What follows belongs to an exercise in optimizing a design on an open flow for small area; a production flow would make more cautious choices. Only the layout flow was run in this run; the RTL was not checked for function there.

==> design/flow/design.v <==
package xgmii_tx_pkg;
    localparam logic [7:0] xgmii_idle   = 8'h07;
    localparam logic [7:0] xgmii_start  = 8'hfb;
    localparam logic [7:0] xgmii_term   = 8'hfd;
    localparam logic [7:0] xgmii_error  = 8'hfe;
    localparam logic [7:0] eth_preamble = 8'h55;
    localparam logic [7:0] eth_sfd      = 8'hd5;
    localparam logic [31:0] crc_poly = 32'hedb8_8320;   
    function automatic logic [31:0] crc32_byte(logic [31:0] crc, logic [7:0] b);
        logic [31:0] c;
        c = crc ^ {24'h0, b};
        for (int i = 0; i < 8; i++) begin
            if (c[0]) begin
                c = (c >> 1) ^ crc_poly;
            end else begin
                c = c >> 1;
            end
        end
        crc32_byte = c;
    endfunction
endpackage
module crc_xor2 (
    input  logic a_i,
    input  logic b_i,
    output logic y_o
);
    assign y_o = a_i ^ b_i;
endmodule
module crc_xnor2 (
    input  logic a_i,
    input  logic b_i,
    output logic y_o
);
    assign y_o = ~(a_i ^ b_i);
endmodule
module crc_aoi222 (
    input  logic a1_i, a2_i, b1_i, b2_i, c1_i, c2_i,
    output logic y_o
);
    assign y_o = ~((a1_i & a2_i) | (b1_i & b2_i) | (c1_i & c2_i));
endmodule
module crc_nand3 (
    input  logic a_i, b_i, c_i,
    output logic y_o
);
    assign y_o = ~(a_i & b_i & c_i);
endmodule
module crc32_step (
    input  logic [7:0]  x_i,     
    input  logic [31:8] c_i,     
    input  logic [7:0]  n_i,     
    output logic [7:0]  x_o,     
    output logic [31:0] c_o      
);
    logic g_t1, g_t2, g_t3, g_t4, g_t5, g_t6, g_t7, g_t8, g_t9, g_t10, g_t11, g_t12, g_t13, g_t14, g_t15, g_t16, g_t17, g_t18, g_t19, g_t20, g_t21, g_t22, g_t23, g_t24, g_t25, g_t26, g_t27, g_t28, g_t29, g_t30, g_t31, g_t32, g_t33, g_t34, g_t35, g_t36, g_t37, g_t38, g_t39, g_t40, g_t41, g_t42, g_t43, g_t44, e0, e1, e2, e3, e4, e5, e6, e7;
    crc_xor2 u0 (.a_i(x_i[0]), .b_i(x_i[3]), .y_o(g_t1));
    crc_xor2 u1 (.a_i(x_i[0]), .b_i(x_i[1]), .y_o(g_t2));
    crc_xor2 u2 (.a_i(g_t2), .b_i(x_i[4]), .y_o(g_t3));
    crc_xor2 u3 (.a_i(x_i[1]), .b_i(x_i[2]), .y_o(g_t4));
    crc_xor2 u4 (.a_i(g_t4), .b_i(x_i[5]), .y_o(g_t5));
    crc_xor2 u5 (.a_i(x_i[2]), .b_i(x_i[6]), .y_o(g_t6));
    crc_xor2 u6 (.a_i(g_t1), .b_i(g_t6), .y_o(g_t7));
    crc_xor2 u7 (.a_i(x_i[1]), .b_i(x_i[3]), .y_o(g_t8));
    crc_xor2 u8 (.a_i(x_i[4]), .b_i(x_i[7]), .y_o(g_t9));
    crc_xor2 u9 (.a_i(g_t8), .b_i(g_t9), .y_o(g_t10));
    crc_xor2 u10 (.a_i(x_i[4]), .b_i(x_i[5]), .y_o(g_t11));
    crc_xor2 u11 (.a_i(x_i[5]), .b_i(x_i[6]), .y_o(g_t12));
    crc_xor2 u12 (.a_i(g_t12), .b_i(x_i[0]), .y_o(g_t13));
    crc_xor2 u13 (.a_i(x_i[6]), .b_i(g_t9), .y_o(g_t14));
    crc_xor2 u14 (.a_i(x_i[5]), .b_i(g_t9), .y_o(g_t15));
    crc_xnor2 u15 (.a_i(x_i[1]), .b_i(x_i[7]), .y_o(g_t16));
    crc_xor2 u16 (.a_i(x_i[3]), .b_i(x_i[7]), .y_o(g_t17));
    crc_xor2 u17 (.a_i(g_t4), .b_i(g_t12), .y_o(g_t18));
    crc_xor2 u18 (.a_i(x_i[7]), .b_i(g_t2), .y_o(g_t19));
    crc_xor2 u19 (.a_i(x_i[3]), .b_i(g_t14), .y_o(g_t20));
    crc_xor2 u20 (.a_i(x_i[2]), .b_i(g_t15), .y_o(g_t21));
    crc_xor2 u21 (.a_i(x_i[6]), .b_i(g_t16), .y_o(g_t22));
    crc_xor2 u22 (.a_i(x_i[0]), .b_i(x_i[4]), .y_o(g_t23));
    crc_xor2 u23 (.a_i(x_i[5]), .b_i(g_t2), .y_o(g_t24));
    crc_xor2 u24 (.a_i(x_i[6]), .b_i(g_t4), .y_o(g_t25));
    crc_xor2 u25 (.a_i(x_i[2]), .b_i(g_t17), .y_o(g_t26));
    crc_xor2 u26 (.a_i(x_i[2]), .b_i(x_i[4]), .y_o(g_t27));
    crc_xor2 u27 (.a_i(g_t1), .b_i(g_t27), .y_o(g_t28));
    crc_xor2 u28 (.a_i(x_i[1]), .b_i(g_t1), .y_o(g_t29));
    crc_xor2 u29 (.a_i(g_t11), .b_i(g_t29), .y_o(g_t30));
    crc_xor2 u30 (.a_i(g_t2), .b_i(g_t6), .y_o(g_t31));
    crc_xor2 u31 (.a_i(g_t11), .b_i(g_t31), .y_o(g_t32));
    crc_xor2 u32 (.a_i(g_t17), .b_i(g_t18), .y_o(g_t33));
    crc_xor2 u33 (.a_i(x_i[3]), .b_i(x_i[5]), .y_o(g_t34));
    crc_xor2 u34 (.a_i(g_t6), .b_i(g_t34), .y_o(g_t35));
    crc_xor2 u35 (.a_i(x_i[0]), .b_i(g_t21), .y_o(g_t36));
    crc_xnor2 u36 (.a_i(g_t1), .b_i(g_t18), .y_o(g_t37));
    crc_xor2 u37 (.a_i(g_t1), .b_i(g_t4), .y_o(g_t38));
    crc_xor2 u38 (.a_i(g_t14), .b_i(g_t38), .y_o(g_t39));
    crc_xor2 u39 (.a_i(g_t8), .b_i(g_t15), .y_o(g_t40));
    crc_xor2 u40 (.a_i(x_i[0]), .b_i(x_i[6]), .y_o(g_t41));
    crc_xnor2 u41 (.a_i(g_t11), .b_i(g_t41), .y_o(g_t42));
    crc_xor2 u42 (.a_i(g_t12), .b_i(g_t19), .y_o(g_t43));
    crc_xnor2 u43 (.a_i(x_i[6]), .b_i(g_t19), .y_o(g_t44));
    crc_xor2 u44 (.a_i(c_i[16]), .b_i(g_t22), .y_o(c_o[8]));
    crc_xnor2 u45 (.a_i(c_i[17]), .b_i(x_i[7]), .y_o(c_o[9]));
    crc_xnor2 u46 (.a_i(c_i[18]), .b_i(x_i[2]), .y_o(c_o[10]));
    crc_xnor2 u47 (.a_i(c_i[19]), .b_i(x_i[3]), .y_o(c_o[11]));
    crc_xor2 u48 (.a_i(c_i[20]), .b_i(g_t23), .y_o(c_o[12]));
    crc_xnor2 u49 (.a_i(c_i[21]), .b_i(g_t24), .y_o(c_o[13]));
    crc_xnor2 u50 (.a_i(c_i[22]), .b_i(g_t25), .y_o(c_o[14]));
    crc_xnor2 u51 (.a_i(c_i[23]), .b_i(g_t26), .y_o(c_o[15]));
    crc_xor2 u52 (.a_i(c_i[24]), .b_i(g_t28), .y_o(c_o[16]));
    crc_xnor2 u53 (.a_i(c_i[25]), .b_i(g_t30), .y_o(c_o[17]));
    crc_xor2 u54 (.a_i(c_i[26]), .b_i(g_t32), .y_o(c_o[18]));
    crc_xor2 u55 (.a_i(c_i[27]), .b_i(g_t33), .y_o(c_o[19]));
    crc_xor2 u56 (.a_i(c_i[28]), .b_i(g_t20), .y_o(c_o[20]));
    crc_xor2 u57 (.a_i(c_i[29]), .b_i(g_t21), .y_o(c_o[21]));
    crc_xor2 u58 (.a_i(c_i[30]), .b_i(g_t35), .y_o(c_o[22]));
    crc_xor2 u59 (.a_i(c_i[31]), .b_i(g_t20), .y_o(c_o[23]));
    crc_xor2 u60 (.a_i(c_i[8]), .b_i(n_i[0]), .y_o(e0));
    crc_xnor2 u61 (.a_i(e0), .b_i(x_i[2]), .y_o(x_o[0]));
    crc_xor2 u62 (.a_i(x_o[0]), .b_i(n_i[0]), .y_o(c_o[0]));
    crc_xor2 u63 (.a_i(c_i[9]), .b_i(n_i[1]), .y_o(e1));
    crc_xor2 u64 (.a_i(e1), .b_i(g_t1), .y_o(x_o[1]));
    crc_xor2 u65 (.a_i(x_o[1]), .b_i(n_i[1]), .y_o(c_o[1]));
    crc_xor2 u66 (.a_i(c_i[10]), .b_i(n_i[2]), .y_o(e2));
    crc_xnor2 u67 (.a_i(e2), .b_i(g_t3), .y_o(x_o[2]));
    crc_xor2 u68 (.a_i(x_o[2]), .b_i(n_i[2]), .y_o(c_o[2]));
    crc_xor2 u69 (.a_i(c_i[11]), .b_i(n_i[3]), .y_o(e3));
    crc_xnor2 u70 (.a_i(e3), .b_i(g_t5), .y_o(x_o[3]));
    crc_xor2 u71 (.a_i(x_o[3]), .b_i(n_i[3]), .y_o(c_o[3]));
    crc_xor2 u72 (.a_i(c_i[12]), .b_i(n_i[4]), .y_o(e4));
    crc_xor2 u73 (.a_i(e4), .b_i(g_t7), .y_o(x_o[4]));
    crc_xor2 u74 (.a_i(x_o[4]), .b_i(n_i[4]), .y_o(c_o[4]));
    crc_xor2 u75 (.a_i(c_i[13]), .b_i(n_i[5]), .y_o(e5));
    crc_xor2 u76 (.a_i(e5), .b_i(g_t10), .y_o(x_o[5]));
    crc_xor2 u77 (.a_i(x_o[5]), .b_i(n_i[5]), .y_o(c_o[5]));
    crc_xor2 u78 (.a_i(c_i[14]), .b_i(n_i[6]), .y_o(e6));
    crc_xor2 u79 (.a_i(e6), .b_i(g_t11), .y_o(x_o[6]));
    crc_xor2 u80 (.a_i(x_o[6]), .b_i(n_i[6]), .y_o(c_o[6]));
    crc_xor2 u81 (.a_i(c_i[15]), .b_i(n_i[7]), .y_o(e7));
    crc_xnor2 u82 (.a_i(e7), .b_i(g_t13), .y_o(x_o[7]));
    crc_xor2 u83 (.a_i(x_o[7]), .b_i(n_i[7]), .y_o(c_o[7]));
    assign c_o[24] = g_t36;
    assign c_o[25] = g_t37;
    assign c_o[26] = g_t39;
    assign c_o[27] = g_t40;
    assign c_o[28] = g_t42;
    assign c_o[29] = g_t43;
    assign c_o[30] = g_t44;
    assign c_o[31] = g_t16;
endmodule
module crc32_step_last (
    input  logic [7:0]  x_i,     
    input  logic [31:8] c_i,     
    output logic [31:0] c_o      
);
    logic g_t1, g_t2, g_t3, g_t4, g_t5, g_t6, g_t7, g_t8, g_t9, g_t10, g_t11, g_t12, g_t13, g_t14, g_t15, g_t16, g_t17, g_t18, g_t19, g_t20, g_t21, g_t22, g_t23, g_t24, g_t25, g_t26, g_t27, g_t28, g_t29, g_t30, g_t31, g_t32, g_t33, g_t34, g_t35, g_t36, g_t37, g_t38, g_t39, g_t40, g_t41, g_t42, g_t43, g_t44;
    crc_xor2 u0 (.a_i(x_i[0]), .b_i(x_i[3]), .y_o(g_t1));
    crc_xor2 u1 (.a_i(x_i[0]), .b_i(x_i[1]), .y_o(g_t2));
    crc_xor2 u2 (.a_i(g_t2), .b_i(x_i[4]), .y_o(g_t3));
    crc_xor2 u3 (.a_i(x_i[1]), .b_i(x_i[2]), .y_o(g_t4));
    crc_xor2 u4 (.a_i(g_t4), .b_i(x_i[5]), .y_o(g_t5));
    crc_xor2 u5 (.a_i(x_i[2]), .b_i(x_i[6]), .y_o(g_t6));
    crc_xor2 u6 (.a_i(g_t1), .b_i(g_t6), .y_o(g_t7));
    crc_xor2 u7 (.a_i(x_i[1]), .b_i(x_i[3]), .y_o(g_t8));
    crc_xor2 u8 (.a_i(x_i[4]), .b_i(x_i[7]), .y_o(g_t9));
    crc_xor2 u9 (.a_i(g_t8), .b_i(g_t9), .y_o(g_t10));
    crc_xor2 u10 (.a_i(x_i[4]), .b_i(x_i[5]), .y_o(g_t11));
    crc_xor2 u11 (.a_i(x_i[5]), .b_i(x_i[6]), .y_o(g_t12));
    crc_xor2 u12 (.a_i(g_t12), .b_i(x_i[0]), .y_o(g_t13));
    crc_xor2 u13 (.a_i(x_i[6]), .b_i(g_t9), .y_o(g_t14));
    crc_xor2 u14 (.a_i(x_i[5]), .b_i(g_t9), .y_o(g_t15));
    crc_xnor2 u15 (.a_i(x_i[1]), .b_i(x_i[7]), .y_o(g_t16));
    crc_xor2 u16 (.a_i(x_i[3]), .b_i(x_i[7]), .y_o(g_t17));
    crc_xor2 u17 (.a_i(g_t4), .b_i(g_t12), .y_o(g_t18));
    crc_xor2 u18 (.a_i(x_i[7]), .b_i(g_t2), .y_o(g_t19));
    crc_xor2 u19 (.a_i(x_i[3]), .b_i(g_t14), .y_o(g_t20));
    crc_xor2 u20 (.a_i(x_i[2]), .b_i(g_t15), .y_o(g_t21));
    crc_xor2 u21 (.a_i(x_i[6]), .b_i(g_t16), .y_o(g_t22));
    crc_xor2 u22 (.a_i(x_i[0]), .b_i(x_i[4]), .y_o(g_t23));
    crc_xor2 u23 (.a_i(x_i[5]), .b_i(g_t2), .y_o(g_t24));
    crc_xor2 u24 (.a_i(x_i[6]), .b_i(g_t4), .y_o(g_t25));
    crc_xor2 u25 (.a_i(x_i[2]), .b_i(g_t17), .y_o(g_t26));
    crc_xor2 u26 (.a_i(x_i[2]), .b_i(x_i[4]), .y_o(g_t27));
    crc_xor2 u27 (.a_i(g_t1), .b_i(g_t27), .y_o(g_t28));
    crc_xor2 u28 (.a_i(x_i[1]), .b_i(g_t1), .y_o(g_t29));
    crc_xor2 u29 (.a_i(g_t11), .b_i(g_t29), .y_o(g_t30));
    crc_xor2 u30 (.a_i(g_t2), .b_i(g_t6), .y_o(g_t31));
    crc_xor2 u31 (.a_i(g_t11), .b_i(g_t31), .y_o(g_t32));
    crc_xor2 u32 (.a_i(g_t17), .b_i(g_t18), .y_o(g_t33));
    crc_xor2 u33 (.a_i(x_i[3]), .b_i(x_i[5]), .y_o(g_t34));
    crc_xor2 u34 (.a_i(g_t6), .b_i(g_t34), .y_o(g_t35));
    crc_xor2 u35 (.a_i(x_i[0]), .b_i(g_t21), .y_o(g_t36));
    crc_xnor2 u36 (.a_i(g_t1), .b_i(g_t18), .y_o(g_t37));
    crc_xor2 u37 (.a_i(g_t1), .b_i(g_t4), .y_o(g_t38));
    crc_xor2 u38 (.a_i(g_t14), .b_i(g_t38), .y_o(g_t39));
    crc_xor2 u39 (.a_i(g_t8), .b_i(g_t15), .y_o(g_t40));
    crc_xor2 u40 (.a_i(x_i[0]), .b_i(x_i[6]), .y_o(g_t41));
    crc_xnor2 u41 (.a_i(g_t11), .b_i(g_t41), .y_o(g_t42));
    crc_xor2 u42 (.a_i(g_t12), .b_i(g_t19), .y_o(g_t43));
    crc_xnor2 u43 (.a_i(x_i[6]), .b_i(g_t19), .y_o(g_t44));
    crc_xor2 u44 (.a_i(c_i[16]), .b_i(g_t22), .y_o(c_o[8]));
    crc_xnor2 u45 (.a_i(c_i[17]), .b_i(x_i[7]), .y_o(c_o[9]));
    crc_xnor2 u46 (.a_i(c_i[18]), .b_i(x_i[2]), .y_o(c_o[10]));
    crc_xnor2 u47 (.a_i(c_i[19]), .b_i(x_i[3]), .y_o(c_o[11]));
    crc_xor2 u48 (.a_i(c_i[20]), .b_i(g_t23), .y_o(c_o[12]));
    crc_xnor2 u49 (.a_i(c_i[21]), .b_i(g_t24), .y_o(c_o[13]));
    crc_xnor2 u50 (.a_i(c_i[22]), .b_i(g_t25), .y_o(c_o[14]));
    crc_xnor2 u51 (.a_i(c_i[23]), .b_i(g_t26), .y_o(c_o[15]));
    crc_xor2 u52 (.a_i(c_i[24]), .b_i(g_t28), .y_o(c_o[16]));
    crc_xnor2 u53 (.a_i(c_i[25]), .b_i(g_t30), .y_o(c_o[17]));
    crc_xor2 u54 (.a_i(c_i[26]), .b_i(g_t32), .y_o(c_o[18]));
    crc_xor2 u55 (.a_i(c_i[27]), .b_i(g_t33), .y_o(c_o[19]));
    crc_xor2 u56 (.a_i(c_i[28]), .b_i(g_t20), .y_o(c_o[20]));
    crc_xor2 u57 (.a_i(c_i[29]), .b_i(g_t21), .y_o(c_o[21]));
    crc_xor2 u58 (.a_i(c_i[30]), .b_i(g_t35), .y_o(c_o[22]));
    crc_xor2 u59 (.a_i(c_i[31]), .b_i(g_t20), .y_o(c_o[23]));
    crc_xnor2 u60 (.a_i(c_i[8]), .b_i(x_i[2]), .y_o(c_o[0]));
    crc_xor2 u61 (.a_i(c_i[9]), .b_i(g_t1), .y_o(c_o[1]));
    crc_xnor2 u62 (.a_i(c_i[10]), .b_i(g_t3), .y_o(c_o[2]));
    crc_xnor2 u63 (.a_i(c_i[11]), .b_i(g_t5), .y_o(c_o[3]));
    crc_xor2 u64 (.a_i(c_i[12]), .b_i(g_t7), .y_o(c_o[4]));
    crc_xor2 u65 (.a_i(c_i[13]), .b_i(g_t10), .y_o(c_o[5]));
    crc_xor2 u66 (.a_i(c_i[14]), .b_i(g_t11), .y_o(c_o[6]));
    crc_xnor2 u67 (.a_i(c_i[15]), .b_i(g_t13), .y_o(c_o[7]));
    assign c_o[24] = g_t36;
    assign c_o[25] = g_t37;
    assign c_o[26] = g_t39;
    assign c_o[27] = g_t40;
    assign c_o[28] = g_t42;
    assign c_o[29] = g_t43;
    assign c_o[30] = g_t44;
    assign c_o[31] = g_t16;
endmodule
module crc32_d64 (
    input  logic [31:0] inv_i,     
    input  logic [63:0] beat_i,
    input  logic [7:0]  sel_i,     
    input  logic        hold_i,
    output logic [31:0] inv_o
);
    logic [31:0] chain [9];
    logic [31:0] rot   [9];
    logic [31:0] p0, p1, p2;
    logic [7:0]  x [8];      
    assign chain[0] = inv_i;
    for (genvar j = 0; j < 8; j++) begin : g_x0
        crc_xor2 u (.a_i(inv_i[j]), .b_i(beat_i[j]), .y_o(x[0][j]));
    end
    for (genvar i = 0; i < 7; i++) begin : g_step
        crc32_step step (
            .x_i (x[i]),
            .c_i (chain[i][31:8]),
            .n_i (beat_i[8*(i+1) +: 8]),
            .x_o (x[i+1]),
            .c_o (chain[i+1])
        );
    end
    crc32_step_last step7 (
        .x_i (x[7]),
        .c_i (chain[7][31:8]),
        .c_o (chain[8])
    );
    always_comb begin
        rot[0] = '0;
        for (int n = 1; n <= 8; n++) begin
            for (int p = 0; p < 4; p++) begin
                rot[n][8*p +: 8] = chain[n][8*((p - n) & 3) +: 8];
            end
        end
    end
    for (genvar b = 0; b < 32; b++) begin : g_sel
        crc_aoi222 s0 (.a1_i(sel_i[0]), .a2_i(rot[1][b]), .b1_i(sel_i[1]), .b2_i(rot[2][b]),
                       .c1_i(sel_i[2]), .c2_i(rot[3][b]), .y_o(p0[b]));
        crc_aoi222 s1 (.a1_i(sel_i[3]), .a2_i(rot[4][b]), .b1_i(sel_i[4]), .b2_i(rot[5][b]),
                       .c1_i(sel_i[5]), .c2_i(rot[6][b]), .y_o(p1[b]));
        crc_aoi222 s2 (.a1_i(sel_i[6]), .a2_i(rot[7][b]), .b1_i(sel_i[7]), .b2_i(rot[8][b]),
                       .c1_i(hold_i),   .c2_i(inv_i[b]),  .y_o(p2[b]));
        crc_nand3  s3 (.a_i(p0[b]), .b_i(p1[b]), .c_i(p2[b]), .y_o(inv_o[b]));
    end
endmodule
module xgmii_ao221 (
    input  logic a1_i, a2_i, b1_i, b2_i, c1_i,
    output logic y_o
);
    assign y_o = (a1_i & a2_i) | (b1_i & b2_i) | c1_i;
endmodule
module xgmii_tail_pack (
    input  logic        start_i,
    input  logic        data_i,
    input  logic        tail_i,
    input  logic        term_i,
    input  logic        err_i,
    input  logic [7:0]  keep_i,
    input  logic [63:0] beat_i,    
    input  logic [31:0] fcs_i,     
    output logic [63:0] d_o,
    output logic [7:0]  c_o
);
    logic       tail_ok, tail_err;
    logic [7:0] sel_d, sel_r, is_t, is_i;
    logic [7:0] ch [8];
    assign tail_ok  = tail_i & ~err_i;
    assign tail_err = tail_i & err_i;
    always_comb begin
        for (int j = 0; j < 8; j++) begin
            sel_d[j] = data_i | (tail_ok & keep_i[j]) | (tail_err && j >= 1 && j <= 6);
            sel_r[j] = tail_ok & ~keep_i[j] & ((j < 4) ? 1'b1 : keep_i[(j+4)%8]);
            if (j < 4) sel_r[j] = sel_r[j] | (term_i & keep_i[j+4]);
            if (j < 4) begin
                is_t[j] = term_i & keep_i[j+3] & ~keep_i[(j+4)%8];
            end else if (j == 4) begin
                is_t[j] = term_i & keep_i[7];
            end else begin
                is_t[j] = tail_ok & keep_i[j-5] & ~keep_i[j-4];
            end
            if (j == 7) is_t[j] = is_t[j] | tail_err;
            is_i[j] = ~(sel_d[j] | sel_r[j] | is_t[j] | start_i | (tail_err && j == 0));
        end
        for (int j = 0; j < 8; j++) begin
            ch[j] = ({8{is_i[j]}} & xgmii_tx_pkg::xgmii_idle) |
                    ({8{is_t[j]}} & xgmii_tx_pkg::xgmii_term);
        end
        ch[0] = ch[0] | ({8{start_i}} & xgmii_tx_pkg::xgmii_start) |
                        ({8{tail_err}} & xgmii_tx_pkg::xgmii_error);
        for (int j = 1; j < 7; j++) ch[j] = ch[j] | ({8{start_i}} & xgmii_tx_pkg::eth_preamble);
        ch[7] = ch[7] | ({8{start_i}} & xgmii_tx_pkg::eth_sfd);
        for (int j = 0; j < 8; j++) begin
            c_o[j] = ~(sel_d[j] | sel_r[j] | (start_i && j != 0));
        end
    end
    for (genvar j = 0; j < 8; j++) begin : g_lane
        for (genvar b = 0; b < 8; b++) begin : g_bit
            xgmii_ao221 o (.a1_i(sel_d[j]), .a2_i(beat_i[8*j+b]), .b1_i(sel_r[j]),
                           .b2_i(fcs_i[8*(j%4)+b]), .c1_i(ch[j][b]), .y_o(d_o[8*j+b]));
        end
    end
endmodule
module tx_frame_ctrl (
    input  logic       rst,
    input  logic       tvalid_i,
    input  logic       tlast_i,
    input  logic       err_i,
    input  logic [7:0] keep_i,
    input  logic       tready_i,
    input  logic       start_i,     
    input  logic       data_i,      
    input  logic       last_i,      
    input  logic       tail_i,      
    input  logic       term_i,      
    output logic       tready_o,
    output logic       start_o,
    output logic       data_o,
    output logic       last_o,
    output logic       tail_o,
    output logic       term_o,
    output logic [7:0] sel_o,       
    output logic       hold_o       
);
    logic accept;
    logic beat;      
    logic more;      
    assign accept = tvalid_i & tready_i;
    assign beat   = start_i | data_i;
    assign more   = tail_i & ~err_i & keep_i[3];
    assign start_o  = ~rst & accept & ~beat;
    assign data_o   = ~rst & accept & beat;
    assign last_o   = ~rst & accept & tlast_i;
    assign tail_o   = ~rst & last_i;
    assign term_o   = ~rst & more;
    assign tready_o = ~rst & (tready_i ? ~(accept & tlast_i) : ~(last_i | more));
    always_comb begin
        for (int k = 0; k < 7; k++) begin
            sel_o[k] = beat & last_i & keep_i[k] & ~keep_i[k+1];
        end
        sel_o[7] = beat & (~last_i | keep_i[7]);
    end
    assign hold_o = tail_i | term_i;
endmodule
module axis_xgmii_tx (
    input  logic        clk,
    input  logic        rst,
    input  logic [63:0] tdata_i,
    input  logic [7:0]  tkeep_i,
    input  logic        tvalid_i,
    input  logic        tlast_i,
    input  logic        tuser_i,
    output logic        tready_o,
    output logic [63:0] xgmii_d_o,
    output logic [7:0]  xgmii_c_o
);
    logic [63:0] d1_q;      
    logic [63:0] d2_q;      
    logic [31:0] crc_q;     
    logic [31:0] crc_d;
    logic [7:1]  keep_q;    
    logic        err_q;
    logic        tready_q, start_q, data_q, last_q, tail_q, term_q;
    logic        tready_d, start_d, data_d, last_d, tail_d, term_d;
    logic        hold;
    logic [7:0]  sel;
    tx_frame_ctrl ctrl0 (
        .rst      (rst),
        .tvalid_i (tvalid_i),
        .tlast_i  (tlast_i),
        .err_i    (err_q),
        .keep_i   ({keep_q, 1'b1}),
        .tready_i (tready_q),
        .start_i  (start_q),
        .data_i   (data_q),
        .last_i   (last_q),
        .tail_i   (tail_q),
        .term_i   (term_q),
        .tready_o (tready_d),
        .start_o  (start_d),
        .data_o   (data_d),
        .last_o   (last_d),
        .tail_o   (tail_d),
        .term_o   (term_d),
        .sel_o    (sel),
        .hold_o   (hold)
    );
    crc32_d64 crc0 (
        .inv_i  (crc_q),
        .beat_i (d1_q),
        .sel_i  (sel),
        .hold_i (hold),
        .inv_o  (crc_d)
    );
    xgmii_tail_pack pack0 (
        .start_i (start_q),
        .data_i  (data_q),
        .tail_i  (tail_q),
        .term_i  (term_q),
        .err_i   (err_q),
        .keep_i  ({keep_q, 1'b1}),
        .beat_i  (d2_q),
        .fcs_i   (crc_q),
        .d_o     (xgmii_d_o),
        .c_o     (xgmii_c_o)
    );
    assign tready_o = tready_q;
    always_ff @(posedge clk) begin
        d1_q     <= tdata_i;
        d2_q     <= d1_q;
        crc_q    <= crc_d;
        tready_q <= tready_d;
        start_q  <= start_d;
        data_q   <= data_d;
        last_q   <= last_d;
        tail_q   <= tail_d;
        term_q   <= term_d;
    end
    always_ff @(posedge clk) begin
        if (tready_q) begin
            keep_q <= tkeep_i[7:1];
            err_q  <= tuser_i;
        end
    end
endmodule
==> design/flow/flow/run.sh <==
#!/bin/bash
# Layout: the standard flow (standard synthesis unchanged), with the input and
# output port buffers made of the smallest plain buffer cell.
set -euo pipefail
export BUFFER_PORTS_ARGS="-buffer_cell sky130_fd_sc_hd__buf_1"
bash standard.sh > standard_flow.log 2>&1
==> design/flow/standard.sh <==
#!/bin/bash
# synth_recipe.tcl (not shown) runs the flow's synth.tcl, then flattens the netlist and writes it again
# the make line also repeats each setting of config.mk as NAME=value (left out here)
make -C /OpenROAD-flow-scripts/flow DESIGN_CONFIG=/design/flow/config.mk WORK_HOME=/design/flow/orfs CLKGATE_MAP_FILE= SYNTH_SCRIPT=/design/flow/synth_recipe.tcl "${@:-finish}"
==> design/flow/config.mk <==
export PLATFORM = sky130hd
export DESIGN_NAME = axis_xgmii_tx
export DESIGN_NICKNAME = axis_xgmii_tx
export VERILOG_FILES = /design/flow/design.v
export SDC_FILE = /design/flow/constraint.sdc
export NUM_CORES = 4
export LEC_CHECK = 0
export CAP_MARGIN = 20
export CORE_MARGIN = 2
export CORE_UTILIZATION = 55
export CTS_BUF_LIST = sky130_fd_sc_hd__clkbuf_8
export GPL_TIMING_DRIVEN = 1
export SETUP_SLACK_MARGIN = 0.05
export SLEW_MARGIN = 20
export SYNTH_HIERARCHICAL = 1
==> design/flow/constraint.sdc <==
create_clock -name core_clock -period 9.0 [get_ports {clk}]
set_input_delay 1.8000 -clock core_clock [delete_from_list [all_inputs] [get_ports {clk}]]
set_output_delay 1.8000 -clock core_clock [all_outputs]
set_load 0.01 [all_outputs]
==> results.toml <==
[cts]
clockBufferDepth = 2
path_clk_slew_ns = 0.10
clock_latency_ns = 0.50
h-tree-depth = 4
cts_tree = "done"
cts_hold_buf = 0
cts_buffers = 17
clock_sinks = 174
root_buffer = "clkbuf_8"

[flow_run]
max-cap-violations = 0

[final_layout]
design_area_um2 = 14670
diodes = 0
drive_gt1_frac = 0.1633
fillers = 1798
layout.nets = 1534
multi_input_area_um2 = 8718
syn_to_final_growth_pct = 18.78
regArea_um2 = 3563

[floorplanning]
die_area_um2 = 23670
start_util = 0.5626
die_y_um = 153.9
die-width_um = 153.9
row_count = 54
io_pins = 150
core_um2 = 21960

[place]
gp_congestion = 1.007
port_buffers = 148
place_hpwl_um = 36400
dpl-instance-area_um2 = 14220

[synth]
synth_edf_count = 8
netlist_top_cells_count = "xor2_1 (544), dfxtp_1 (166), xnor2_1 (120), a222oi_1 (96), buf_4 (65)"
yosysWarnings = 17
synth_top_area_frac = 0.3857
synthDistinctLibCells = 39
syn-cell-area_um2 = 12350
synth_area_leaders = "xor2_1 (39%), dfxtp_1 (27%), xnor2_1 (8.5%)"
synthCells = 1218
ys.flop_type = "dfxtp_1"
ys_seq_elements = 174
ys_seq_area_frac = 0.2885
async_flop_share = 0
synth.avg_cell_area_um2 = 10.14
yosysMostFrequentCell = "xor2_1"
synth_top_area_cell = "xor2_1"

[timing]
timing.hold.ws_ns = 0.3730
tightest_slew_ns = 1.103
rsz0062_at_grt = "no"
relSlewSlack = 0.2631
setup_tns_ns = 0
max_freq_mhz = 117.2
hold_viol = 0
fin_skew_ns = 0.02529
timing.final.crit_share = 0.9484
setup_violations = 0
report.final.slew_viol_count = 0
fin_crit_ns = 8.536

[routing]
vias_per_cell = 6.135
num_vias = 10740
routedWlPerCell_um = 26.97
drt_first_pass_iters = 7
drc_errors = 0
drt_iter0_drc = 1688
ant_nets = 0
totalWireLength_um = 47210

[worst_setup_path]
worst_path_max_delay_cell = "dfxtp_1"
path_max_fanout = 6
cp-startpoint = "crc_q[6]"
cp_common_cell = "xor2_1"
crit_arrival_ns = 8.88
cp-start-kind = "flip-flop"
required_ns = 9.35
crit_type = "reg -> reg"
reg2reg_from = "crc_q[6]"
critPathMaxStageDelay_ns = 0.45
cp-end-kind = "flip-flop"

[global_routing]
grt_pass1_wl_um = 67790
overflow = 0
grt_max_degree = 33
grt_pass1_vias = 10380
antenna_found_initial = 0
grt_util_all_layers = 0.3954

[hold_path]
hold_path.startpoint = "d1_q[4]"
hold_class = "reg -> reg"

[outcome]
status = "no timing/DRC/antenna violations"
[per-module statistics from Yosys, one instance, submodules excluded, excerpt]
module | cells inside | times used | cell area (um^2) | flip-flops and latches
axis_xgmii_tx | 175 | 1 | 3567 | 174
crc32_step_last | 8 | 1 | 60.06 | 0
xgmii_ao221 | 1 | 64 | 10.01 | 0
crc_xnor2 | 1 | 120 | 8.758 | 0
crc_nand3 | 1 | 32 | 5.005 | 0
tx_frame_ctrl | 24 | 1 | 176.4 | 0
[metal layers]
layer,track usage,share of wire,vias to the layer above
met5,0,0,-
met4,0.2221,0.061,0
met3,0.07554,0.10,108
met2,0.5963,0.42,728
met1,0.5334,0.41,5163
li1,-,-,4737
[metrics by stage]
step           setup slack [ns]  cells  utilization
2_1_floorplan           0.02620   1222            -
3_3_place_gp             0.7706   1714       0.6476
3_5_place_dp             0.7479   1714       0.6476
4_1_cts                  0.6742   1746       0.6662
5_1_grt                 0.06615   1750       0.6682
6_report                 0.4641   1750       0.6682
[placed cells by master (no fill, tap or decap), types with 18 or more instances in the layout]
| cell | n |
|---|---|
| a221o_1 | 64 |
| a222oi_1 | 96 |
| buf_1 | 148 |
| buf_4 | 139 |
| dfxtp_1 | 166 |
| nand3_1 | 32 |
| nor2_1 | 24 |
| xnor2_1 | 102 |
| xnor2_2 | 18 |
| xor2_1 | 508 |
| xor2_2 | 36 |
[cell type report]
cell class / count / share of cell area
tap: 280 / 0.02388
sequential: 174 / 0.2429
clock buffer: 17 / 0.01595
inverter: 4 / 0.001023
multi-input combinational: 972 / 0.5942
timing repair buffer: 288 / 0.1103
clock inverter: 15 / 0.01177
[worst paths after layout]
| check | to | slack (ns) | depth (start not counted) |
|---|---|---|---|
| worst min register to register | d2_q[4] | 0.37 | 0 |
| worst max-delay path | crc_q[23] | 0.46 | 31 |
| worst min-delay path | d2_q[4] | 0.37 | 0 |
| worst max register to register | crc_q[23] | 0.46 | 31 |
[flip-flops by register name, indices dropped and copies added (netlist names)]
name      cells
data_q        1
d2_q         64
d1_q         64
crc_q        32
keep_q        7
err_q         1
tail_q        1
term_q        1
start_q       1
tready_q      1
last_q        1
[worst max-delay path, delay by kind of cell (launching register included)]
| kind | cells | cell delay, ns |
|---|---|---|
| simple gates | 1 | 0.11 |
| flops | 1 | 0.45 |
| xor+xnor | 24 | 6.60 |
| compound gates | 1 | 0.28 |
| buf+inv | 5 | 0.93 |
[logic make-up after synthesis]
family	count (synthesis)	synth area share
buffers and inverters	76	0.04325
and+or+nand+nor	111	0.05095
xor gates and xnor gates	664	0.4708
AOI/OAI and AO/OA	192	0.1463
DFF	174	0.2885
other	1	0.0003036
[what timing repair did]
action	4_1_cts	5_1_grt
gates resized for setup	0	2
hold endpoints to repair	0	0
setup buffers	0	4
endpoints found under the setup margin	0	2

## static timing again, ports no longer ideal
Ports are ideal in the flow. The routed layout listed here was re-timed in OpenROAD.
Step 1, drivers: a clkbuf_16 drives clk and a buf_2 each remaining input, both assumed.
Step 2 times the ports against the registers' clock, not the clock port: input delays grow and output delays shrink by t, the midpoint of the rising clock arrivals with the driver on.
Three values: ideal ports, drivers, drivers and shift; two values: the first two.
t, ns: 0.530
setup WS [ns]: 0.464 / 0.464 / 0.464
worst setup path after step 2: register to register
slew at the worst register clock pin (ns): 0.12 / 0.12
After both steps setup and hold are still met in this run. The setup slack of this run moves by 0.000 ns with the drivers and by 0.000 ns with both steps.
